This design comes from an exercise in tuning for small area, a short achievable clock period and few clock cycles per item on the open sky130 flow, not from production work. Function was checked by simulation only, so behaviour that the tests miss may differ from the original. No activity file was given, so power comes from the tool's default toggle rates.

==> job 884: inputs <==
// direct_form_iir_filter_unit
module direct_form_iir_filter_unit #(
  parameter int MAX_FF_TAPS = 8,
  parameter int MAX_FB_TAPS = 8
) (
  input  logic                                  clk,
  input  logic                                  rst,
  input  logic                                  in_valid,
  output logic                                  in_ready,
  input  logic                                  func,
  input  logic [iirf_pkg::CIDX_W-1:0]           coef_index,
  input  logic signed [iirf_pkg::COEF_W-1:0]    coef_value,
  input  logic [iirf_pkg::SAMPLE_W-1:0]         sample,
  output logic                                  out_valid,
  input  logic                                  out_ready,
  output logic signed [iirf_pkg::OUT_W-1:0]     filtered,
  input  logic                                  cfg_valid,
  output logic                                  cfg_ready,
  input  logic [iirf_pkg::CFG_IDX_W-1:0]        cfg_index,
  input  logic [iirf_pkg::CFG_DATA_W-1:0]       cfg_data
);
  logic [3:0] nf, nb;    
  assign cfg_ready = 1'b1;
  always_ff @(posedge clk) begin
    if (rst) begin
      nf <= 4'd4;
      nb <= 4'd3;
    end else if (cfg_valid) begin
      case (cfg_index)
        2'd0: nf <= (cfg_data > 4'd8) ? 4'd8 : cfg_data;
        2'd1: nb <= (cfg_data > 4'd8) ? 4'd8 : cfg_data;
        default: ;
      endcase
    end
  end
  logic                take, take_s;
  logic                iv, ifunc;
  logic [CIDX_W-1:0]   iidx;
  logic [COEF_W-1:0]   ival;
  logic [SAMPLE_W-1:0] ismp;
  logic                cons, cons_s, cons_c;
  logic                act, fin;
  assign take   = in_valid && in_ready;
  assign take_s = take && func;
  assign cons   = iv && (!act || fin);
  ...
export LEC_CHECK = 0
export CAP_MARGIN = 20
export CORE_MARGIN = 2
export CORE_UTILIZATION = 40
export SETUP_SLACK_MARGIN = 5
export SLEW_MARGIN = 20
export TNS_END_PERCENT = 100
create_clock -name core_clock -period 11.0 [get_ports {clk}]
standard.sh (not shown) runs the stock make flow with config.mk's settings and CLKGATE_MAP_FILE= SYNTH_SCRIPT=/design/flow/synth_recipe.tcl, a recipe that flattens the netlist after the stock synthesis.
==> flow/flow/run.sh <==
#!/bin/bash
# The standard layout (the standard.sh: ORFS synthesis to final layout),
# with timing repair aiming for 7 ns of setup slack instead of config.mk's 5.
set -euo pipefail
bash standard.sh SETUP_SLACK_MARGIN=7 TNS_END_PERCENT=100 finish > standard_flow.log 2>&1
==> inputs of job 563, as changes to job 884 <==
--- a/flow/design.v
+++ b/flow/design.v
@@ -3,51 +3,54 @@
   localparam int COEF_W     = 32;
   localparam int CIDX_W     = 4;
   localparam int OUT_W      = 32;
   localparam int Y_W        = 48;    
   localparam int TAPS_W     = 4;
   localparam int CFG_IDX_W  = 2;
   localparam int CFG_DATA_W = 4;
   localparam int ACC_W      = 56;    
-  localparam int OUTQ_D     = 3;     
+  localparam int OUTQ_D     = 4;     
 endpackage
 import iirf_pkg::*;
 module iirf_seq (
   input  logic                    clk,
   input  logic                    rst,
   input  logic                    push,
   input  logic signed [OUT_W-1:0] push_data,
   input  logic                    out_ready,
   output logic                    out_valid,
   output logic signed [OUT_W-1:0] filtered
 );
-  logic [1:0]              cnt;
-  logic signed [OUT_W-1:0] q1, q2;
+  logic [2:0]              cnt, cnt_n;
+  logic signed [OUT_W-1:0] q1, q2, q3;
   logic                    pop;
-  assign pop = out_valid && out_ready;
+  assign pop   = out_valid && out_ready;
+  assign cnt_n = cnt + 3'(push) - 3'(pop);
   always_ff @(posedge clk) begin
     if (rst) begin
       cnt       <= '0;
       out_valid <= 1'b0;
     end else begin
-      cnt       <= cnt + 2'(push) - 2'(pop);
-      out_valid <= (cnt + 2'(push) - 2'(pop)) != 2'd0;
+      cnt       <= cnt_n;
+      out_valid <= cnt_n != 3'd0;
     end
   end
   always_ff @(posedge clk) begin
     if (pop) begin
       filtered <= q1;
       q1       <= q2;
+      q2       <= q3;
     end
     if (push) begin
-      case (cnt - 2'(pop))
-        2'd0:    filtered <= push_data;
-        2'd1:    q1       <= push_data;
-        default: q2       <= push_data;
+      case (cnt - 3'(pop))
+        3'd0:    filtered <= push_data;
+        3'd1:    q1       <= push_data;
+        3'd2:    q2       <= push_data;
+        default: q3       <= push_data;
       endcase
     end
   end
 endmodule
 module iirf_fb_tree (input logic kc, input logic [10:0] m1, input logic [10:0] m2, input logic [10:0] m3, input logic [10:0] m4, input logic [10:0] neg, input logic [47:0] y, input logic [49:0] y3, output logic [83:0] s, output logic [83:0] c);
   wire w0 = ((m1[0] & y[0]) | (m3[0] & y3[0])) ^ neg[0];
   wire w1 = ((m1[0] & y[1]) | (m3[0] & y3[1]) | (m2[0] & y[0])) ^ neg[0];
   wire w2 = ((m1[0] & y[2]) | (m3[0] & y3[2]) | (m2[0] & y[1]) | (m4[0] & y[0])) ^ neg[0];
@@ -3127,115 +3130,128 @@
     kk  <= k;
     sf  <= (nf > k) ? nf - k : 4'd0;
     ffl <= (nf > k) ? k : nf;
     nb0 <= (nb == 4'd0);
   end
   logic [3:0] c;             
   logic [2:0] fbi, ya, fidx;
   logic       ffo, fbo, shr;
-  logic       m1, m2, m3;    
-  logic [1:0] outst;         
+  logic       m0, m1, m2, m3, m4;    
+  logic [2:0] outst;         
   logic       pop;
   logic       act_n, fin_n, loop_ok_n, in_ready_n, iv_n, ffo_n, fbo_n, shr_n;
   logic [3:0] c_n;
   logic [2:0] tcnt_n, fbi_n, ya_n, fidx_n;
-  logic [1:0] outst_n;
+  logic [2:0] outst_n;
   assign act_n     = cons_s || (act && !fin);
   assign c_n       = cons_s ? 4'd0 : (c + 4'(act));
   assign tcnt_n    = tcnt + 3'(cons_s);
-  assign loop_ok_n = !(fin || m1 || m2);
+  assign loop_ok_n = !(fin || m0 || m1);
   assign fin_n     = act_n && ({1'b0, c_n} + 5'd1 >= {1'b0, kk}) &&
                      (nb0 || loop_ok_n);
   assign ffo_n     = act_n && (c_n < ffl);
   assign shr_n     = act_n && (c_n < sf);
   assign fidx_n    = 3'(kk + c_n);
   assign fbi_n     = fin_n ? 3'd0 : 3'(nb - 4'd1 + sf - c_n);
   assign fbo_n     = act_n && ((c_n >= sf && {1'b0, c_n} + 5'd1 < {1'b0, sf} + {1'b0, nb}) ||
                                (fin_n && !nb0));
   assign ya_n      = tcnt_n - 3'd2 - fbi_n;    
   assign iv_n      = take || (iv && !cons);
-  assign outst_n   = outst + 2'(take_s) - 2'(pop);
-  assign in_ready_n = (outst_n != 2'd3) && (!iv_n || !act_n || fin_n);
+  assign outst_n   = outst + 3'(take_s) - 3'(pop);
+  assign in_ready_n = (outst_n < 3'd4) && (!iv_n || !act_n || fin_n);
   always_ff @(posedge clk) begin
     if (rst) begin
       act      <= 1'b0;
       iv       <= 1'b0;
       c        <= '0;
       fin      <= 1'b0;
       fbi      <= '0;
       ya       <= '0;
       fidx     <= '0;
       ffo      <= 1'b0;
       fbo      <= 1'b0;
       shr      <= 1'b0;
+      m0       <= 1'b0;
       m1       <= 1'b0;
       m2       <= 1'b0;
       m3       <= 1'b0;
       outst    <= '0;
       in_ready <= 1'b1;
     end else begin
       act      <= act_n;
       iv       <= iv_n;
       c        <= c_n;
       fin      <= fin_n;
       fbi      <= fbi_n;
       ya       <= ya_n;
       fidx     <= fidx_n;
       ffo      <= ffo_n;
       fbo      <= fbo_n;
       shr      <= shr_n;
-      m1       <= fin;
+      m0       <= fin;
+      m1       <= m0;
       m2       <= m1;
       m3       <= m2;
       outst    <= outst_n;
       in_ready <= in_ready_n;
     end
   end
+  logic [COEF_W-1:0]   p_b, p_a;
+  logic [SAMPLE_W-1:0] p_x;
+  logic [Y_W-1:0]      p_y;
+  logic                p_shr, p_byp;
+  logic [Y_W-1:0]      y_h [8];    
+  logic [7:0]          yv;         
+  logic [2:0]          wp;         
+  logic signed [ACC_W-1:0] ylast;     
+  logic                    ylv;       
+  logic [Y_W-1:0]          y_lsat;    
+  logic                byp;
+  assign byp = fbo && !shr && (fin || ((m3 || m4) && ya == wp));
+  always_ff @(posedge clk) begin
+    p_b   <= bco[c[2:0]];
+    p_x   <= x_h[c[2:0]] & {SAMPLE_W{ffo && xv[c[2:0]] && !rst}};
+    p_a   <= shr ? bco[fidx] : aco[fbi];
+    p_y   <= shr ? ({16'd0, x_h[fidx], 16'd0} & {Y_W{xv[fidx] && !rst}}) :
+                   (y_h[ya] & {Y_W{fbo && !byp && yv[ya] && !rst}});
+    p_shr <= shr;
+    p_byp <= byp && !rst;
+  end
   logic [COEF_W-1:0]   s1_b;
   logic [SAMPLE_W-1:0] s1_x;
   logic [Y_W-1:0]      s1_y;
   logic [Y_W+1:0]      s1_y3;
   logic [10:0]         s1_m1, s1_m2, s1_m3, s1_m4, s1_neg;
   logic                s1_kc;
-  logic [Y_W-1:0]      y_h [8];    
-  logic [7:0]          yv;         
-  logic [COEF_W-1:0]   a_sel;
   logic [COEF_W+3:0]   a_ext;
   logic [10:0]         m1_n, m2_n, m3_n, m4_n, neg_n;
-  logic [Y_W-1:0]      y_mux, y_sel;
-  logic signed [ACC_W-1:0] ylast;     
-  logic                    ylv;       
-  logic [Y_W-1:0]          y_lsat;    
-  logic                y_ok;
-  assign a_sel = shr ? bco[fidx] : aco[fbi];
-  assign a_ext = {{3{a_sel[COEF_W-1]}}, a_sel, 1'b0};
+  logic [Y_W-1:0]      y_sel;
+  assign a_ext = {{3{p_a[COEF_W-1]}}, p_a, 1'b0};
   always_comb begin
     for (int k = 0; k < 11; k++) begin
       logic b3, b2, b1, b0;
       b3 = a_ext[3*k+3];
       b2 = a_ext[3*k+2];
       b1 = a_ext[3*k+1];
       b0 = a_ext[3*k];
       m1_n[k]  = !(b3 ^ b2) & (b1 ^ b0);
       m2_n[k]  = (b1 & b0 & !b2) | (b2 & !b1 & !b0);
       m3_n[k]  = (b3 ^ b2) & (b1 ^ b0);
       m4_n[k]  = (!b3 & b2 & b1 & b0) | (b3 & !b2 & !b1 & !b0);
-      neg_n[k] = shr ? (b3 & !(b2 & b1 & b0)) : (!b3 & (b2 | b1 | b0));
+      neg_n[k] = p_shr ? (b3 & !(b2 & b1 & b0)) : (!b3 & (b2 | b1 | b0));
     end
   end
-  assign y_mux = shr ? {16'd0, x_h[fidx], 16'd0} : (fin ? y_lsat : y_h[ya]);
-  assign y_ok  = shr ? xv[fidx] : (fbo && (fin ? ylv : yv[ya]));
-  assign y_sel = y_mux & {Y_W{y_ok && !rst}};
+  assign y_sel = (p_byp ? (y_lsat & {Y_W{ylv}}) : p_y) & {Y_W{!rst}};
   always_ff @(posedge clk) begin
-    s1_b   <= bco[c[2:0]];
-    s1_x   <= x_h[c[2:0]] & {SAMPLE_W{ffo && xv[c[2:0]] && !rst}};
+    s1_b   <= p_b;
+    s1_x   <= p_x & {SAMPLE_W{!rst}};
     s1_y   <= y_sel;
     s1_y3  <= {{2{y_sel[Y_W-1]}}, y_sel} + {y_sel[Y_W-1], y_sel, 1'b0};
-    s1_kc  <= !shr;
+    s1_kc  <= !p_shr;
     s1_m1  <= m1_n;
     s1_m2  <= m2_n;
     s1_m3  <= m3_n;
     s1_m4  <= m4_n;
     s1_neg <= neg_n;
   end
   logic [67:0] ff_s, ff_c;
   logic [83:0] fb_s, fb_c;
@@ -3274,18 +3290,16 @@
   assign y_lsat = ((&ylast[ACC_W-1:Y_W-1]) || !(|ylast[ACC_W-1:Y_W-1])) ?
                   ylast[Y_W-1:0] : {ylast[ACC_W-1], {(Y_W-1){!ylast[ACC_W-1]}}};
   always_ff @(posedge clk) begin
     if (m3) ylast <= acc_s + acc_c;
     if (rst)     ylv <= 1'b0;
     else if (m3) ylv <= 1'b1;
   end
   logic signed [Y_W-1:0] y_sat;
-  logic [2:0]            wp;
-  logic                  m4;
   assign y_sat = y_lsat;
   always_ff @(posedge clk) begin
     if (rst) begin
       m4 <= 1'b0;
       wp <= '0;
       yv <= '0;
     end else begin
       m4 <= m3;
ABC_AREA = 1   (was default)
==> inputs of job 6787, as changes to job 884 <==
--- a/flow/design.v
+++ b/flow/design.v
@@ -3,51 +3,54 @@
   localparam int COEF_W     = 32;
   localparam int CIDX_W     = 4;
   localparam int OUT_W      = 32;
   localparam int Y_W        = 48;    
   localparam int TAPS_W     = 4;
   localparam int CFG_IDX_W  = 2;
   localparam int CFG_DATA_W = 4;
   localparam int ACC_W      = 56;    
-  localparam int OUTQ_D     = 3;     
+  localparam int OUTQ_D     = 4;     
 endpackage
 import iirf_pkg::*;
 module iirf_seq (
   input  logic                    clk,
   input  logic                    rst,
   input  logic                    push,
   input  logic signed [OUT_W-1:0] push_data,
   input  logic                    out_ready,
   output logic                    out_valid,
   output logic signed [OUT_W-1:0] filtered
 );
-  logic [1:0]              cnt;
-  logic signed [OUT_W-1:0] q1, q2;
+  logic [2:0]              cnt, cnt_n;
+  logic signed [OUT_W-1:0] q1, q2, q3;
   logic                    pop;
-  assign pop = out_valid && out_ready;
+  assign pop   = out_valid && out_ready;
+  assign cnt_n = cnt + 3'(push) - 3'(pop);
   always_ff @(posedge clk) begin
     if (rst) begin
       cnt       <= '0;
       out_valid <= 1'b0;
     end else begin
-      cnt       <= cnt + 2'(push) - 2'(pop);
-      out_valid <= (cnt + 2'(push) - 2'(pop)) != 2'd0;
+      cnt       <= cnt_n;
+      out_valid <= cnt_n != 3'd0;
     end
   end
   always_ff @(posedge clk) begin
     if (pop) begin
       filtered <= q1;
       q1       <= q2;
+      q2       <= q3;
     end
     if (push) begin
-      case (cnt - 2'(pop))
-        2'd0:    filtered <= push_data;
-        2'd1:    q1       <= push_data;
-        default: q2       <= push_data;
+      case (cnt - 3'(pop))
+        3'd0:    filtered <= push_data;
+        3'd1:    q1       <= push_data;
+        3'd2:    q2       <= push_data;
+        default: q3       <= push_data;
       endcase
     end
   end
 endmodule
 module iirf_fb_tree (input logic kc, input logic [10:0] m1, input logic [10:0] m2, input logic [10:0] m3, input logic [10:0] m4, input logic [10:0] neg, input logic [47:0] y, input logic [49:0] y3, output logic [83:0] s, output logic [83:0] c);
   wire w0 = ((m1[0] & y[0]) | (m3[0] & y3[0])) ^ neg[0];
   wire w1 = ((m1[0] & y[1]) | (m3[0] & y3[1]) | (m2[0] & y[0])) ^ neg[0];
   wire w2 = ((m1[0] & y[2]) | (m3[0] & y3[2]) | (m2[0] & y[1]) | (m4[0] & y[0])) ^ neg[0];
@@ -3127,115 +3130,130 @@
     kk  <= k;
     sf  <= (nf > k) ? nf - k : 4'd0;
     ffl <= (nf > k) ? k : nf;
     nb0 <= (nb == 4'd0);
   end
   logic [3:0] c;             
   logic [2:0] fbi, ya, fidx;
   logic       ffo, fbo, shr;
-  logic       m1, m2, m3;    
-  logic [1:0] outst;         
+  logic       m0, m1, m2, m3, m4;    
+  logic [2:0] outst;         
   logic       pop;
   logic       act_n, fin_n, loop_ok_n, in_ready_n, iv_n, ffo_n, fbo_n, shr_n;
   logic [3:0] c_n;
   logic [2:0] tcnt_n, fbi_n, ya_n, fidx_n;
-  logic [1:0] outst_n;
+  logic [2:0] outst_n;
   assign act_n     = cons_s || (act && !fin);
   assign c_n       = cons_s ? 4'd0 : (c + 4'(act));
   assign tcnt_n    = tcnt + 3'(cons_s);
-  assign loop_ok_n = !(fin || m1 || m2);
+  assign loop_ok_n = !(fin || m0 || m1);
   assign fin_n     = act_n && ({1'b0, c_n} + 5'd1 >= {1'b0, kk}) &&
                      (nb0 || loop_ok_n);
   assign ffo_n     = act_n && (c_n < ffl);
   assign shr_n     = act_n && (c_n < sf);
   assign fidx_n    = 3'(kk + c_n);
   assign fbi_n     = fin_n ? 3'd0 : 3'(nb - 4'd1 + sf - c_n);
   assign fbo_n     = act_n && ((c_n >= sf && {1'b0, c_n} + 5'd1 < {1'b0, sf} + {1'b0, nb}) ||
                                (fin_n && !nb0));
   assign ya_n      = tcnt_n - 3'd2 - fbi_n;    
   assign iv_n      = take || (iv && !cons);
-  assign outst_n   = outst + 2'(take_s) - 2'(pop);
-  assign in_ready_n = (outst_n != 2'd3) && (!iv_n || !act_n || fin_n);
+  assign outst_n   = outst + 3'(take_s) - 3'(pop);
+  assign in_ready_n = (outst_n < 3'd4) && (!iv_n || !act_n || fin_n);
   always_ff @(posedge clk) begin
     if (rst) begin
       act      <= 1'b0;
       iv       <= 1'b0;
       c        <= '0;
       fin      <= 1'b0;
       fbi      <= '0;
       ya       <= '0;
       fidx     <= '0;
       ffo      <= 1'b0;
       fbo      <= 1'b0;
       shr      <= 1'b0;
+      m0       <= 1'b0;
       m1       <= 1'b0;
       m2       <= 1'b0;
       m3       <= 1'b0;
       outst    <= '0;
       in_ready <= 1'b1;
     end else begin
       act      <= act_n;
       iv       <= iv_n;
       c        <= c_n;
       fin      <= fin_n;
       fbi      <= fbi_n;
       ya       <= ya_n;
       fidx     <= fidx_n;
       ffo      <= ffo_n;
       fbo      <= fbo_n;
       shr      <= shr_n;
-      m1       <= fin;
+      m0       <= fin;
+      m1       <= m0;
       m2       <= m1;
       m3       <= m2;
       outst    <= outst_n;
       in_ready <= in_ready_n;
     end
   end
+  logic [COEF_W-1:0]   p_b, p_a;
+  logic [SAMPLE_W-1:0] p_x;
+  logic [Y_W-1:0]      p_y;
+  logic                p_shr, p_byp;
+  logic [Y_W-1:0]      y_h [8];    
+  logic [7:0]          yv;         
+  logic [2:0]          wp;         
+  logic [Y_W-1:0]      ylast;      
+  logic                ylneg;      
+  logic                ylovf;      
+  logic                ylv;        
+  logic [Y_W-1:0]      y_lsat;     
+  logic                byp;
+  assign byp = fbo && !shr && (fin || ((m3 || m4) && ya == wp));
+  always_ff @(posedge clk) begin
+    p_b   <= bco[c[2:0]];
+    p_x   <= x_h[c[2:0]] & {SAMPLE_W{ffo && xv[c[2:0]] && !rst}};
+    p_a   <= shr ? bco[fidx] : aco[fbi];
+    p_y   <= shr ? ({16'd0, x_h[fidx], 16'd0} & {Y_W{xv[fidx] && !rst}}) :
+                   (y_h[ya] & {Y_W{fbo && !byp && yv[ya] && !rst}});
+    p_shr <= shr;
+    p_byp <= byp && !rst;
+  end
   logic [COEF_W-1:0]   s1_b;
   logic [SAMPLE_W-1:0] s1_x;
   logic [Y_W-1:0]      s1_y;
   logic [Y_W+1:0]      s1_y3;
   logic [10:0]         s1_m1, s1_m2, s1_m3, s1_m4, s1_neg;
   logic                s1_kc;
-  logic [Y_W-1:0]      y_h [8];    
-  logic [7:0]          yv;         
-  logic [COEF_W-1:0]   a_sel;
   logic [COEF_W+3:0]   a_ext;
   logic [10:0]         m1_n, m2_n, m3_n, m4_n, neg_n;
-  logic [Y_W-1:0]      y_mux, y_sel;
-  logic signed [ACC_W-1:0] ylast;     
-  logic                    ylv;       
-  logic [Y_W-1:0]          y_lsat;    
-  logic                y_ok;
-  assign a_sel = shr ? bco[fidx] : aco[fbi];
-  assign a_ext = {{3{a_sel[COEF_W-1]}}, a_sel, 1'b0};
+  logic [Y_W-1:0]      y_sel;
+  assign a_ext = {{3{p_a[COEF_W-1]}}, p_a, 1'b0};
   always_comb begin
     for (int k = 0; k < 11; k++) begin
       logic b3, b2, b1, b0;
       b3 = a_ext[3*k+3];
       b2 = a_ext[3*k+2];
       b1 = a_ext[3*k+1];
       b0 = a_ext[3*k];
       m1_n[k]  = !(b3 ^ b2) & (b1 ^ b0);
       m2_n[k]  = (b1 & b0 & !b2) | (b2 & !b1 & !b0);
       m3_n[k]  = (b3 ^ b2) & (b1 ^ b0);
       m4_n[k]  = (!b3 & b2 & b1 & b0) | (b3 & !b2 & !b1 & !b0);
-      neg_n[k] = shr ? (b3 & !(b2 & b1 & b0)) : (!b3 & (b2 | b1 | b0));
+      neg_n[k] = p_shr ? (b3 & !(b2 & b1 & b0)) : (!b3 & (b2 | b1 | b0));
     end
   end
-  assign y_mux = shr ? {16'd0, x_h[fidx], 16'd0} : (fin ? y_lsat : y_h[ya]);
-  assign y_ok  = shr ? xv[fidx] : (fbo && (fin ? ylv : yv[ya]));
-  assign y_sel = y_mux & {Y_W{y_ok && !rst}};
+  assign y_sel = (p_byp ? (y_lsat & {Y_W{ylv}}) : p_y) & {Y_W{!rst}};
   always_ff @(posedge clk) begin
-    s1_b   <= bco[c[2:0]];
-    s1_x   <= x_h[c[2:0]] & {SAMPLE_W{ffo && xv[c[2:0]] && !rst}};
+    s1_b   <= p_b;
+    s1_x   <= p_x & {SAMPLE_W{!rst}};
     s1_y   <= y_sel;
     s1_y3  <= {{2{y_sel[Y_W-1]}}, y_sel} + {y_sel[Y_W-1], y_sel, 1'b0};
-    s1_kc  <= !shr;
+    s1_kc  <= !p_shr;
     s1_m1  <= m1_n;
     s1_m2  <= m2_n;
     s1_m3  <= m3_n;
     s1_m4  <= m4_n;
     s1_neg <= neg_n;
   end
   logic [67:0] ff_s, ff_c;
   logic [83:0] fb_s, fb_c;
@@ -3266,26 +3284,29 @@
     if (rst || rst_d) begin
       acc_s <= '0;
       acc_c <= '0;
     end else begin
       acc_s <= csa_s;
       acc_c <= {csa_c[ACC_W-1:1], lo_fb[28]};
     end
   end
-  assign y_lsat = ((&ylast[ACC_W-1:Y_W-1]) || !(|ylast[ACC_W-1:Y_W-1])) ?
-                  ylast[Y_W-1:0] : {ylast[ACC_W-1], {(Y_W-1){!ylast[ACC_W-1]}}};
+  logic [ACC_W-1:0] tot;
+  assign tot = acc_s + acc_c;
   always_ff @(posedge clk) begin
-    if (m3) ylast <= acc_s + acc_c;
+    if (m3) begin
+      ylast <= tot[Y_W-1:0];
+      ylneg <= tot[ACC_W-1];
+      ylovf <= !((&tot[ACC_W-1:Y_W-1]) || !(|tot[ACC_W-1:Y_W-1]));
+    end
     if (rst)     ylv <= 1'b0;
     else if (m3) ylv <= 1'b1;
   end
+  assign y_lsat = ylovf ? {ylneg, {(Y_W-1){!ylneg}}} : ylast;
   logic signed [Y_W-1:0] y_sat;
-  logic [2:0]            wp;
-  logic                  m4;
   assign y_sat = y_lsat;
   always_ff @(posedge clk) begin
     if (rst) begin
       m4 <= 1'b0;
       wp <= '0;
       yv <= '0;
     end else begin
       m4 <= m3;
==> flow/flow/run.sh (replaced) <==
#!/bin/bash
# The standard layout (the standard.sh: ORFS synthesis to final layout),
# with timing repair aiming for 6.6 ns of setup slack instead of config.mk's 5.
set -euo pipefail
bash standard.sh SETUP_SLACK_MARGIN=6.6 TNS_END_PERCENT=100 finish > standard_flow.log 2>&1
==> comparison <==
Against job 884, the fmax of job 6787 is larger by about 13%. Job 884 completed without violations. Job 563 aborted during 5_1_grt. Job 6787 completed with no timing, DRC or antenna violations. The lowest area after synthesis belongs to job 884, the highest to job 563. Of job 884 and job 6787, job 6787 has the higher cell count (gap about 3.7%, measured against job 6787). Against job 6787, the die area of job 884 is smaller by 3.5%. Against job 884, the sequential share of layout area of job 6787 is higher by 1.8 points. Between job 884 and job 6787, the lower combinational power is in job 6787 (gap about 6%, measured against job 6787). Sequential cell count: job 884 is lower than job 6787 (159). In job 6787 the worst setup slack is better than in job 884, by 0.57 ns. Against job 6787, the utilization of job 884 is higher by 0.97 points. Against job 884, the total power of job 6787 is larger by about 0.2%.
Testbench counts of job 884, summed over its fixed seeds: cycles 12,979, items 2,304.
Testbench counts of job 563, summed over its fixed seeds: cycles 12,923, items 2,304.
Testbench counts of job 6787, summed over its fixed seeds: cycles 12,923, items 2,304.

==> what the ideal ports hide <==
How much do the figures lean on ideal ports? The routed layouts below were timed once more, with nothing changed but the port constraints. Step 1, drivers: a clkbuf_16 drives clk and a buf_2 each remaining input, both assumed. Step 2 moves the port delays by t, midway between the first and last clock arrival at a register: inputs arrive t later, outputs are due t later. That takes back most of the time a late clock gives input paths. Slacks: no drivers / after step 1 / after step 2; pairs: no drivers / after step 1.
run	t, ns	setup slack, ns	worst hold slack (ns)	slew at the worst register clock pin (ns)
job 884	0.968	5.977 / 6.026 / 5.058	0.427 / 0.427 / 0.427	0.07 / 0.07
job 6787	0.979	6.551 / 6.405 / 5.426	0.291 / 0.291 / 0.291	0.07 / 0.07
After both steps every run listed still meets setup and hold. The setup slack of job 6787, which loses most, moves by -0.146 ns with the drivers and by -1.125 ns with both steps.
